From an optimization exercise on the open Yosys and OpenROAD flow, aimed at a short achievable clock period and few clock cycles; shortcuts taken in it are not production practice. The RTL of this run was laid out without a check of its function.

`run.sh`:
```
#!/bin/bash
# synth_recipe.tcl (not shown) runs the flow's synth.tcl, then flattens the netlist and writes it again
# the make line also repeats each setting of config.mk as NAME=value (left out here)
make -C /OpenROAD-flow-scripts/flow DESIGN_CONFIG=/design/flow/config.mk WORK_HOME=/design/flow/orfs CLKGATE_MAP_FILE= SYNTH_SCRIPT=/design/flow/synth_recipe.tcl finish
```
`config.mk`:
```
export PLATFORM = sky130hd
export DESIGN_NAME = seq_store_top
export DESIGN_NICKNAME = seq_store_top
export VERILOG_FILES = /design/flow/design.v
export SDC_FILE = /design/flow/constraint.sdc
export NUM_CORES = 4
export LEC_CHECK = 0
export CAP_MARGIN = 20
export CORE_MARGIN = 2
export CORE_UTILIZATION = 40
export SLEW_MARGIN = 20
```
`constraint.sdc`:
```
create_clock -name core_clock -period 6.3 [get_ports {clk_i}]
set_input_delay 1.2600 -clock core_clock [delete_from_list [all_inputs] [get_ports {clk_i}]]
set_output_delay 1.2600 -clock core_clock [all_outputs]
set_load 0.01 [all_outputs]
```
`design.v`:
```
`default_nettype none
package store_pkg;
  localparam int unsigned BUS_NIBBLES = 16;
  localparam int unsigned BUS_BYTES   = 8;
  localparam int unsigned BUS_NB_W    = 4;
  localparam int unsigned SEQ_NIBBLES = 32;
  localparam int unsigned SEQ_NB_W    = 5;
  typedef struct packed {
    logic [SEQ_NIBBLES-1:0][3:0] nb;
    logic [SEQ_NIBBLES-1:0]      en;
  } seq_entry_t;
  typedef struct packed {
    logic [BUS_NB_W-1:0] addr_off;
    logic                is_head;
    logic [BUS_NB_W:0]   lbn;
    logic                is_last;
    logic                is_final;
  } txn_beat_t;
  typedef struct packed {
    logic [7:0] vstart;
    logic [1:0] eew;
  } meta_t;
  typedef struct packed {
    logic [4*BUS_NIBBLES-1:0] data;
    logic [BUS_BYTES-1:0]     strb;
    logic                     last;
  } w_beat_t;
  typedef struct packed {
    logic [BUS_NB_W:0]       size;     
    logic [BUS_NB_W-1:0]     lower;
    logic [BUS_NIBBLES-1:0]  win;      
    logic                    last;
    logic                    final_;
  } txn_dec_t;
  typedef struct packed {
    logic [SEQ_NB_W-1:0]     rot;      
    logic [BUS_NIBBLES-1:0]  lo_new;   
    logic [1:0]              pops;     
    logic                    need2;    
    logic [BUS_NIBBLES-1:0]  win;
    logic                    last;
  } plan_t;
  localparam int unsigned OUT_CAP = 5;   
  localparam int unsigned ENTRY_W   = 5 * SEQ_NIBBLES;
  localparam int unsigned TXN_W     = 12;
  localparam int unsigned META_W    = 10;
  localparam int unsigned TXN_DEC_W = 2 * BUS_NB_W + 1 + BUS_NIBBLES + 2;
  localparam int unsigned BEAT_W    = 4 * BUS_NIBBLES + BUS_BYTES + 1;
endpackage
`default_nettype wire
`timescale 1ns/1ps
`default_nettype none
module word_queue #(
  parameter int unsigned IW    = 8,    
  parameter int unsigned SW    = 8,    
  parameter int unsigned DEPTH = 4,
  parameter int unsigned PW    = 2     
) (
  input  wire logic          clk_i,
  input  wire logic          rst_ni,
  input  wire logic          valid_i,
  output logic               ready_o,
  input  wire logic [IW-1:0] data_i,
  output logic [IW-1:0]      raw_o,
  input  wire logic [SW-1:0] store_i,
  input  wire logic          pop_i,
  output logic               head_v_o,
  output logic [SW-1:0]      head_o
);
  logic [DEPTH-1:0][SW-1:0] st_q;
  logic [IW-1:0]            in_q;
  logic                     in_v_q;
  logic                     ready_q;
  logic                     ne_q;
  logic [PW-1:0]            wr_q;
  logic [PW-1:0]            rd_q;
  logic [PW:0]              cnt_q;
  logic [PW:0]              cnt_d;
  logic                     take;
  assign take  = valid_i && ready_q;
  assign cnt_d = cnt_q + {{PW{1'b0}}, in_v_q} - {{PW{1'b0}}, pop_i};
  always_ff @(posedge clk_i or negedge rst_ni) begin
    if (!rst_ni) begin
      in_v_q  <= 1'b0;
      ready_q <= 1'b1;
      ne_q    <= 1'b0;
      wr_q    <= '0;
      rd_q    <= '0;
      cnt_q   <= '0;
    end else begin
      in_v_q  <= take;
      ready_q <= (cnt_q + {{PW{1'b0}}, in_v_q} + {{PW{1'b0}}, take}) < (PW + 1)'(DEPTH);
      ne_q    <= cnt_d != '0;
      cnt_q   <= cnt_d;
      if (in_v_q) wr_q <= wr_q + 1'b1;
      if (pop_i)  rd_q <= rd_q + 1'b1;
    end
  end
  always_ff @(posedge clk_i) begin
    in_q <= data_i;
    if (in_v_q) st_q[wr_q] <= store_i;
  end
  assign ready_o  = ready_q;
  assign raw_o    = in_q;
  assign head_v_o = ne_q;
  assign head_o   = st_q[rd_q];
endmodule
module seq_buffer #(
  parameter int unsigned DEPTH = 4,
  parameter int unsigned PW    = 2     
) (
  input  wire logic                  clk_i,
  input  wire logic                  rst_ni,
  input  wire logic                  rx_valid_i,
  output logic                       rx_ready_o,
  input  wire store_pkg::seq_entry_t rx_entry_i,
  input  wire logic [1:0]            pop_i,
  output logic                       ge1_o,
  output logic                       ge2_o,
  output store_pkg::seq_entry_t      head0_o,
  output store_pkg::seq_entry_t      head1_o
);
  logic [DEPTH-1:0][store_pkg::ENTRY_W-1:0] st_q;
  store_pkg::seq_entry_t in_q;
  logic                  in_v_q;
  logic                  ready_q;
  logic                  ge1_q;
  logic                  ge2_q;
  logic [PW-1:0]         wr_q;
  logic [PW-1:0]         rd_q;
  logic [PW-1:0]         rd1;
  logic [PW:0]           cnt_q;
  logic [PW:0]           cnt_d;
  logic                  take;
  assign take  = rx_valid_i && ready_q;
  assign cnt_d = cnt_q + {{PW{1'b0}}, in_v_q} - {{(PW-1){1'b0}}, pop_i};
  assign rd1   = rd_q + 1'b1;
  always_ff @(posedge clk_i or negedge rst_ni) begin
    if (!rst_ni) begin
      in_v_q  <= 1'b0;
      ready_q <= 1'b1;
      ge1_q   <= 1'b0;
      ge2_q   <= 1'b0;
      wr_q    <= '0;
      rd_q    <= '0;
      cnt_q   <= '0;
    end else begin
      in_v_q  <= take;
      ready_q <= (cnt_q + {{PW{1'b0}}, in_v_q} + {{PW{1'b0}}, take}) < (PW + 1)'(DEPTH);
      ge1_q   <= cnt_d >= (PW + 1)'(1);
      ge2_q   <= cnt_d >= (PW + 1)'(2);
      cnt_q   <= cnt_d;
      if (in_v_q) wr_q <= wr_q + 1'b1;
      rd_q <= rd_q + {{(PW-1){1'b0}}, pop_i};
    end
  end
  always_ff @(posedge clk_i) begin
    in_q <= rx_entry_i;
    if (in_v_q) st_q[wr_q] <= in_q;
  end
  assign rx_ready_o = ready_q;
  assign ge1_o      = ge1_q;
  assign ge2_o      = ge2_q;
  assign head0_o    = st_q[rd_q];
  assign head1_o    = st_q[rd1];
endmodule
`default_nettype wire
`timescale 1ns/1ps
`default_nettype none
module nibble_cursor (
  input  wire logic                       clk_i,
  input  wire logic                       rst_ni,
  input  wire logic                       txn_v_i,
  input  wire store_pkg::txn_dec_t        txn_i,
  output logic                            txn_pop_o,
  input  wire logic                       meta_v_i,
  input  wire logic [store_pkg::SEQ_NB_W-1:0] meta_off_i,
  output logic                            meta_pop_o,
  input  wire logic                       plan_take_i,
  output logic                            plan_v_o,
  output store_pkg::plan_t                plan_o
);
  logic                           first_q;    
  logic [store_pkg::SEQ_NB_W-1:0] ptr_q;      
  logic                           plan_v_q;
  store_pkg::plan_t               plan_q;
  store_pkg::plan_t               plan_d;
  logic                           adv;
  logic [store_pkg::SEQ_NB_W-1:0] p;
  logic [store_pkg::SEQ_NB_W:0]   ends;
  logic                           ge32;
  logic                           gt32;
  assign adv = txn_v_i && (!first_q || meta_v_i) && (!plan_v_q || plan_take_i);
  assign p    = first_q ? meta_off_i : ptr_q;
  assign ends = {1'b0, p} + {1'b0, txn_i.size};
  assign ge32 = ends[store_pkg::SEQ_NB_W];
  assign gt32 = ge32 && (ends[store_pkg::SEQ_NB_W-1:0] != '0);
  always_comb begin
    plan_d.rot    = p - {1'b0, txn_i.lower};
    for (int c = 0; c < store_pkg::BUS_NIBBLES; c++) begin
      plan_d.lo_new[c] = store_pkg::SEQ_NB_W'(c) < p;
    end
    plan_d.pops   = txn_i.final_ ? (gt32 ? 2'd2 : 2'd1) : {1'b0, ge32};
    plan_d.need2  = gt32;
    plan_d.win    = txn_i.win;
    plan_d.last   = txn_i.last;
  end
  always_ff @(posedge clk_i or negedge rst_ni) begin
    if (!rst_ni) begin
      first_q  <= 1'b1;
      ptr_q    <= '0;
      plan_v_q <= 1'b0;
    end else begin
      if (adv) begin
        first_q  <= txn_i.final_;
        ptr_q    <= ends[store_pkg::SEQ_NB_W-1:0];
        plan_v_q <= 1'b1;
      end else if (plan_take_i) begin
        plan_v_q <= 1'b0;
      end
    end
  end
  always_ff @(posedge clk_i) begin
    if (adv) plan_q <= plan_d;
  end
  assign txn_pop_o  = adv;
  assign meta_pop_o = adv && first_q;
  assign plan_v_o   = plan_v_q;
  assign plan_o     = plan_q;
endmodule
`default_nettype wire
`timescale 1ns/1ps
`default_nettype none
module store_commit_fsm (
  input  wire logic              clk_i,
  input  wire logic              rst_ni,
  input  wire logic              plan_v_i,
  input  wire logic              need2_i,
  input  wire logic [1:0]        pops_i,
  output logic                   plan_take_o,
  input  wire logic              ent_ge1_i,
  input  wire logic              ent_ge2_i,
  output logic [1:0]             ent_pop_o,
  input  wire logic              w_pop_i,
  output logic                   issue_o
);
  logic [2:0] infl_q;
  logic       room_q;
  logic       go;
  logic [2:0] infl_d;
  assign go     = plan_v_i && (need2_i ? ent_ge2_i : ent_ge1_i) && room_q;
  assign infl_d = infl_q + {2'b0, go} - {2'b0, w_pop_i};
  always_ff @(posedge clk_i or negedge rst_ni) begin
    if (!rst_ni) begin
      infl_q <= '0;
      room_q <= 1'b1;
    end else begin
      infl_q <= infl_d;
      room_q <= infl_d < 3'(store_pkg::OUT_CAP);
    end
  end
  assign plan_take_o = go;
  assign ent_pop_o   = go ? pops_i : 2'd0;
  assign issue_o     = go;
endmodule
`default_nettype wire
`timescale 1ns/1ps
`default_nettype none
module beat_packer (
  input  wire logic                  clk_i,
  input  wire logic                  rst_ni,
  input  wire logic                  issue_i,
  input  wire store_pkg::plan_t      plan_i,
  input  wire store_pkg::seq_entry_t head0_i,
  input  wire store_pkg::seq_entry_t head1_i,
  output logic                       beat_v_o,
  output store_pkg::w_beat_t         beat_o
);
  localparam int unsigned N  = store_pkg::SEQ_NIBBLES;
  localparam int unsigned B  = store_pkg::BUS_NIBBLES;
  localparam int unsigned R1 = B + 3;
  logic [N-1:0][4:0]  join_d;
  logic [N-1:0][4:0]  join_q;
  logic [4:0]         j_rot_q;
  logic [B-1:0]       j_win_q;
  logic               j_last_q;
  logic [R1-1:0][4:0] rot_d;
  logic [R1-1:0][4:0] rot_q;
  logic [1:0]         r_rot_q;
  logic [B-1:0]       r_win_q;
  logic               r_last_q;
  logic [B-1:0][4:0]  bus;
  logic [B-1:0][3:0]  nb;
  logic [B-1:0]       en;
  logic [store_pkg::BUS_BYTES-1:0] strb;
  store_pkg::w_beat_t beat_q;
  logic v1_q, v2_q, v3_q;
  always_comb begin
    for (int c = 0; c < N; c++) begin
      join_d[c] = {head0_i.en[c], head0_i.nb[c]};
    end
    for (int c = 0; c < B; c++) begin
      if (plan_i.lo_new[c]) join_d[c] = {head1_i.en[c], head1_i.nb[c]};
    end
  end
  always_comb begin
    for (int j = 0; j < R1; j++) begin
      rot_d[j] = join_q[(j + 4 * j_rot_q[4:2]) % N];
    end
  end
  always_comb begin
    for (int i = 0; i < B; i++) begin
      bus[i] = rot_q[i + r_rot_q];
      nb[i]  = r_win_q[i] ? bus[i][3:0] : 4'd0;
      en[i]  = r_win_q[i] && bus[i][4];
    end
    for (int k = 0; k < store_pkg::BUS_BYTES; k++) begin
      strb[k] = en[2*k] | en[2*k+1];
    end
  end
  always_ff @(posedge clk_i or negedge rst_ni) begin
    if (!rst_ni) begin
      v1_q <= 1'b0;
      v2_q <= 1'b0;
      v3_q <= 1'b0;
    end else begin
      v1_q <= issue_i;
      v2_q <= v1_q;
      v3_q <= v2_q;
    end
  end
  always_ff @(posedge clk_i) begin
    join_q   <= join_d;
    j_rot_q  <= plan_i.rot;
    j_win_q  <= plan_i.win;
    j_last_q <= plan_i.last;
    rot_q    <= rot_d;
    r_rot_q  <= j_rot_q[1:0];
    r_win_q  <= j_win_q;
    r_last_q <= j_last_q;
    beat_q   <= {nb, strb, r_last_q};
  end
  assign beat_v_o = v3_q;
  assign beat_o   = beat_q;
endmodule
`default_nettype wire
`timescale 1ns/1ps
`default_nettype none
module w_beat_fifo (
  input  wire logic               clk_i,
  input  wire logic               rst_ni,
  input  wire logic               push_i,
  input  wire store_pkg::w_beat_t beat_i,
  output logic                    w_valid_o,
  input  wire logic               w_ready_i,
  output store_pkg::w_beat_t      w_o,
  output logic                    w_pop_o
);
  localparam int unsigned BW = store_pkg::BEAT_W;
  logic [3:0][BW-1:0] ring_q;
  logic [BW-1:0]      out_q;
  logic               out_v_q;
  logic [1:0]         wr_q;
  logic [1:0]         rd_q;
  logic [2:0]         cnt_q;
  logic               ne_q;
  logic               load;
  logic               enq;
  logic               deq;
  logic [2:0]         cnt_d;
  assign load  = !out_v_q || w_ready_i;
  assign deq   = load && ne_q;
  assign enq   = push_i && !(load && !ne_q);
  assign cnt_d = cnt_q + {2'b0, enq} - {2'b0, deq};
  always_ff @(posedge clk_i or negedge rst_ni) begin
    if (!rst_ni) begin
      out_v_q <= 1'b0;
      wr_q    <= '0;
      rd_q    <= '0;
      cnt_q   <= '0;
      ne_q    <= 1'b0;
    end else begin
      if (load) out_v_q <= ne_q || push_i;
      if (enq)  wr_q    <= wr_q + 2'd1;
      if (deq)  rd_q    <= rd_q + 2'd1;
      cnt_q <= cnt_d;
      ne_q  <= cnt_d != 3'd0;
    end
  end
  always_ff @(posedge clk_i) begin
    if (push_i) ring_q[wr_q] <= beat_i;
    if (load)   out_q        <= ne_q ? ring_q[rd_q] : beat_i;
  end
  assign w_valid_o = out_v_q;
  assign w_o       = out_q;
  assign w_pop_o   = out_v_q && w_ready_i;
endmodule
`default_nettype wire
`timescale 1ns/1ps
`default_nettype none
module seq_store_top (
  input  wire logic                  clk_i,
  input  wire logic                  rst_ni,
  input  wire logic                  rx_deshfu_valid_i,
  output logic                       rx_deshfu_ready_o,
  input  wire store_pkg::seq_entry_t rx_deshfu_i,
  input  wire logic                  txn_valid_i,
  output logic                       txn_ready_o,
  input  wire store_pkg::txn_beat_t  txn_i,
  input  wire logic                  meta_valid_i,
  output logic                       meta_ready_o,
  input  wire store_pkg::meta_t      meta_i,
  output logic                       axi_w_valid_o,
  input  wire logic                  axi_w_ready_i,
  output store_pkg::w_beat_t         axi_w_o
);
  localparam int unsigned NW = store_pkg::SEQ_NB_W;
  localparam int unsigned TW = store_pkg::TXN_W;
  localparam int unsigned DW = store_pkg::TXN_DEC_W;
  localparam int unsigned MW = store_pkg::META_W;
  store_pkg::txn_beat_t txn_raw;
  store_pkg::txn_dec_t  txn_dec;
  store_pkg::txn_dec_t  txn_head;
  logic                 txn_head_v;
  logic                 txn_pop;
  logic [4:0]           upper;
  always_comb begin
    txn_dec.lower  = txn_raw.is_head ? txn_raw.addr_off : 4'd0;
    upper          = txn_raw.is_last ? txn_raw.lbn : 5'd16;
    txn_dec.size   = upper - {1'b0, txn_dec.lower};
    for (int i = 0; i < store_pkg::BUS_NIBBLES; i++) begin
      txn_dec.win[i] = (5'(i) >= {1'b0, txn_dec.lower}) && (5'(i) < upper);
    end
    txn_dec.last   = txn_raw.is_last;
    txn_dec.final_ = txn_raw.is_final;
  end
  word_queue #(.IW(TW), .SW(DW), .DEPTH(4)) u_txn_q (
    .clk_i    (clk_i),
    .rst_ni   (rst_ni),
    .valid_i  (txn_valid_i),
    .ready_o  (txn_ready_o),
    .data_i   (txn_i),
    .raw_o    (txn_raw),
    .store_i  (txn_dec),
    .pop_i    (txn_pop),
    .head_v_o (txn_head_v),
    .head_o   (txn_head)
  );
  store_pkg::meta_t meta_raw;
  logic [NW-1:0]    meta_off;
  logic [NW-1:0]    meta_head;
  logic             meta_head_v;
  logic             meta_pop;
  always_comb begin
    case (meta_raw.eew)
      2'd0:    meta_off = {meta_raw.vstart[3:0], 1'b0};
      2'd1:    meta_off = {meta_raw.vstart[2:0], 2'b0};
      2'd2:    meta_off = {meta_raw.vstart[1:0], 3'b0};
      default: meta_off = {meta_raw.vstart[0],   4'b0};
    endcase
  end
  word_queue #(.IW(MW), .SW(NW), .DEPTH(4)) u_meta_q (
    .clk_i    (clk_i),
    .rst_ni   (rst_ni),
    .valid_i  (meta_valid_i),
    .ready_o  (meta_ready_o),
    .data_i   (meta_i),
    .raw_o    (meta_raw),
    .store_i  (meta_off),
    .pop_i    (meta_pop),
    .head_v_o (meta_head_v),
    .head_o   (meta_head)
  );
  store_pkg::seq_entry_t head0;
  store_pkg::seq_entry_t head1;
  logic                  ent_ge1;
  logic                  ent_ge2;
  logic [1:0]            ent_pop;
  seq_buffer #(.DEPTH(4)) u_seq_buffer (
    .clk_i      (clk_i),
    .rst_ni     (rst_ni),
    .rx_valid_i (rx_deshfu_valid_i),
    .rx_ready_o (rx_deshfu_ready_o),
    .rx_entry_i (rx_deshfu_i),
    .pop_i      (ent_pop),
    .ge1_o      (ent_ge1),
    .ge2_o      (ent_ge2),
    .head0_o    (head0),
    .head1_o    (head1)
  );
  store_pkg::plan_t   plan;
  logic               plan_v;
  logic               plan_take;
  logic               issue;
  logic               w_pop;
  logic               beat_v;
  store_pkg::w_beat_t beat;
  nibble_cursor u_nibble_cursor (
    .clk_i       (clk_i),
    .rst_ni      (rst_ni),
    .txn_v_i     (txn_head_v),
    .txn_i       (txn_head),
    .txn_pop_o   (txn_pop),
    .meta_v_i    (meta_head_v),
    .meta_off_i  (meta_head),
    .meta_pop_o  (meta_pop),
    .plan_take_i (plan_take),
    .plan_v_o    (plan_v),
    .plan_o      (plan)
  );
  store_commit_fsm u_store_commit_fsm (
    .clk_i       (clk_i),
    .rst_ni      (rst_ni),
    .plan_v_i    (plan_v),
    .need2_i     (plan.need2),
    .pops_i      (plan.pops),
    .plan_take_o (plan_take),
    .ent_ge1_i   (ent_ge1),
    .ent_ge2_i   (ent_ge2),
    .ent_pop_o   (ent_pop),
    .w_pop_i     (w_pop),
    .issue_o     (issue)
  );
  beat_packer u_beat_packer (
    .clk_i    (clk_i),
    .rst_ni   (rst_ni),
    .issue_i  (issue),
    .plan_i   (plan),
    .head0_i  (head0),
    .head1_i  (head1),
    .beat_v_o (beat_v),
    .beat_o   (beat)
  );
  w_beat_fifo u_w_beat_fifo (
    .clk_i     (clk_i),
    .rst_ni    (rst_ni),
    .push_i    (beat_v),
    .beat_i    (beat),
    .w_valid_o (axi_w_valid_o),
    .w_ready_i (axi_w_ready_i),
    .w_o       (axi_w_o),
    .w_pop_o   (w_pop)
  );
endmodule
`default_nettype wire
```
==> results.txt <==
cells in the final DEF, fill, tap and decap left out, types with 13 or more instances in the layout:
master | Yosys | final
xnor2_1 | 26 | 25
mux2i_1 | 252 | 252
clkinv_2 | 0 | 26
a22oi_1 | 100 | 100
a22o_1 | 33 | 33
nand2_1 | 721 | 721
o21ai_0 | 653 | 653
diode_2 | 0 | 25
o22ai_1 | 658 | 658
nand2b_1 | 35 | 31
nor3_1 | 24 | 20
a2bb2oi_1 | 34 | 34
dfxtp_1 | 547 | 542
buf_4 | 30 | 139
clkbuf_16 | 0 | 210
a211oi_1 | 32 | 32
ha_1 | 57 | 43
nor2_1 | 502 | 491
a21oi_1 | 363 | 362
nor2b_1 | 147 | 144
dfrtp_1 | 49 | 39
a31oi_1 | 13 | 13
o211ai_1 | 28 | 28
clkbuf_8 | 0 | 32
o221ai_1 | 89 | 89
or2_0 | 19 | 19
clkbuf_1 | 538 | 47
inv_1 | 923 | 921
o31ai_1 | 91 | 91
a21boi_0 | 83 | 83
or2_2 | 59 | 57
a221o_1 | 69 | 69
and2_1 | 37 | 36
clkdlybuf4s50_1 | 0 | 259
nand3_1 | 32 | 32
mux4_2 | 581 | 581
edfxtp_1 | 1174 | 1174
buf_12 | 0 | 24
mux2_2 | 338 | 338
bufinv_16 | 0 | 16
critical path: stages (launching register included):
cell,delay [ns]
dfrtp_4,0.51
inv_1,0.33
ha_4,0.79
nor2b_4,1.04
buf_4,0.52
a21oi_1,0.15
or2_2,0.34
a2bb2oi_1,0.18
o22ai_1,0.15
Yosys cell counts, drive strengths merged (32+ instances only):
master	instances	share of area, %
a22oi	100	0.77
buf	228	1.3
o221ai	89	0.80
nand3	32	0.17
a22o	33	0.30
a21oi	363	1.9
a211oi	32	0.25
a221o	69	0.71
nand2	721	2.8
o21ai	657	3.4
edfxtp	1174	36
dfrtp	49	1.3
dfxtp	547	11
clkbuf	538	2.1
nor2	502	1.9
o22ai	658	4.2
or2	79	0.51
inv	925	3.6
mux4	581	14
o31ai	91	0.71
ha	57	0.74
nand2b	35	0.23
nor2b	147	0.95
a2bb2oi	34	0.31
and2	37	0.24
a21boi	83	0.64
mux2i	254	2.6
mux2	344	4.0
routing by layer:
metal  routed length, µm  GRT usage, %  vias up
met1              134000          37.1    37600
met2              153000          40.8     5234
li1                    -             -    32200
met3               41500          7.00     1046
met4               21800          15.2       20
met5                 146             0        -
worst paths after layout:
path / startpoint / endpoint / slack [ns]
worst min-delay path: rst_ni / u_w_beat_fifo.ne_q / 0.20
worst min register to register: u_beat_packer.j_win_q[5] / u_beat_packer.r_win_q[5] / 0.31
worst max-delay path: u_seq_buffer.wr_q[0] / u_seq_buffer.st_q[468] / 2.07
worst max register to register: u_seq_buffer.wr_q[0] / u_seq_buffer.st_q[468] / 2.07
max in group asynchronous: rst_ni / u_txn_q.in_v_q / 4.85
min in group core_clock: u_beat_packer.j_win_q[5] / u_beat_packer.r_win_q[5] / 0.31
cells by family after synthesis:
family	share of synthesized area (%)
AO/OA/AOI/OAI	15.3
XOR/XNOR	0.353
adder cells (fa/ha/maj)	0.860
buffers and inverters	7.03
flip-flops	49.1
multiplexers	20.2
AND/OR/NAND/NOR	7.23
sequential cells by signal, indices dropped and copies added, names as in the netlist, 5 cells and up:
signal / flops
u_seq_buffer.in_q: 160
u_txn_q.st_q: 108
u_txn_q.in_q: 12
u_meta_q.st_q: 20
u_beat_packer.r_win_q: 16
u_nibble_cursor.ptr_q: 5
u_w_beat_fifo.out_q: 73
u_meta_q.in_q: 6
u_seq_buffer.st_q: 640
u_w_beat_fifo.ring_q: 292
u_beat_packer.j_win_q: 16
u_beat_packer.j_rot_q: 5
u_beat_packer.join_q: 160
u_beat_packer.beat_q: 73
u_beat_packer.rot_q: 95
u_nibble_cursor.plan_q: 41
area by class of cell:
type                            instances  area (µm²)
Fill cell                           21900      132000
Multi-Input combinational cell       5254       42900
Tap cell                             3185        3990
Timing Repair Buffer                  423        4130
Antenna cell                           25        62.6
Clock inverter                         77         982
Clock buffer                          291        5880
Inverter                              929        3490
Sequential cell                      1775       47600
==> results.yml <==
critical_path:
  cp_max_fo: 74
  crit_arrival_ns: 4.91
  ff2ff_path_depth: 8
  crit_type: "reg -> reg"
  cp-start-kind: "flip-flop"
  end_kind: "flip-flop"
  cp.required_ns: 6.98
clock_tree:
  clockRootBuffer: "clkbuf_16"
  clk_pin_slew_ns: 0.06
  holdBufCountCts: 0
  clock-sinks: 1775
  cts_tree: "yes"
  post_cts_buffers: 0
  htreeDepth: 4
  ctsResizeCount: 0
  clk_latency_ns: 0.88
  cts_made_buffers: 195
  cts_buffer_depth: 3
place:
  dp.final_hpwl_mm: 227
  postPlaceCellArea_mm2: 0.102
  place_inst: 11600
  io_buffers: 260
  globalplace.congestion: 0.975
  dp_slack_ns: 1.90
die:
  initial_utilization_pct: 40.2
  die_h_um: 496
  chipWidth_um: 496
  dieArea_mm2: 0.246
  num_io_pins: 265
  fp-row-count: 180
  core-area_mm2: 0.241
synthesis:
  ys_async_sr_fraction_pct: 3.04
  seq_area_frac_synth_pct: 49.1
  ys_ff_latch: 1775
  syn_inst: 8724
  synth_flop_cell: "edfxtp_1"
  synth_edf_count: 1174
  ys_warn_count: 8
  synth_area_per_cell_um2: 11.1
  synth_cell_type_count: 83
  netlist_area_mm2: 0.0969
  syn_nets: 8975
global_routing:
  grt_pass1_wl_mm: 505
  antenna_found_initial: 42
  grtUsageTotal_pct: 27.6
  overflow: 0
  first_global_vias: 72600
  grt_max_degree: 178
detailed_routing:
  first_pass_iters: 8
  wl_per_cell_um: 29.3
  num_vias: 76000
  wl_mm: 350
  postRouteAntennaNets: 0
  vias_per_cell: 6.36
  drc: 0
  drtIter0Drc: 11500
run:
  cap_violations: 0
timing:
  fin_skew_ns: 0.0955
  tightestPinTransition_ns: 1.34
  hold_violations: 0
  setup_viol: 0
  fmax_mhz: 236
  fin_setup_tns_ns: 0
  setup_ws_ns: 2.07
  timing.hold.ws_ns: 0.203
  fin_crit_sh_pct: 67.1
  rsz0062_at_grt: "false"
  worst_slew_margin_rel_pct: 10.1
  report.final.slew_viol_count: 0
  layout_min_cycle_time_ns: 4.23
status:
  status: "no timing/DRC/antenna violations"
finish:
  layout-drive-gt1-share_pct: 17.6
  fin_nets: 8829
  finalNonFillerCells: 12000
  fin_util_pct: 45.3
  areaGrowthSynthToFinish_pct: 12.5
  post-route-cell-area_mm2: 0.109
worst_hold_path:
  hold_path_class: "in -> async"

## what the ideal ports hide
Ports are ideal in the flow. The routed layout listed here was re-timed in OpenROAD. Step 1, drivers: a clkbuf_16 drives clk_i and a buf_2 each remaining input, both assumed. Step 2 also shifts input and output timing later by t, the mid clock arrival at the registers, as if the neighbouring blocks saw the same clock. Slacks: ideal ports / drivers / drivers and shift; pairs: ideal ports / drivers.
shift t [ns]: 0.931
setup WS [ns]: 2.071 / 2.071 / 1.907
hold WS [ns]: 0.203 / 0.136 / 0.311
After both steps this run still meets setup and hold. For this run, drivers alone change the setup slack by 0.000 ns; drivers and shift together by -0.164 ns.
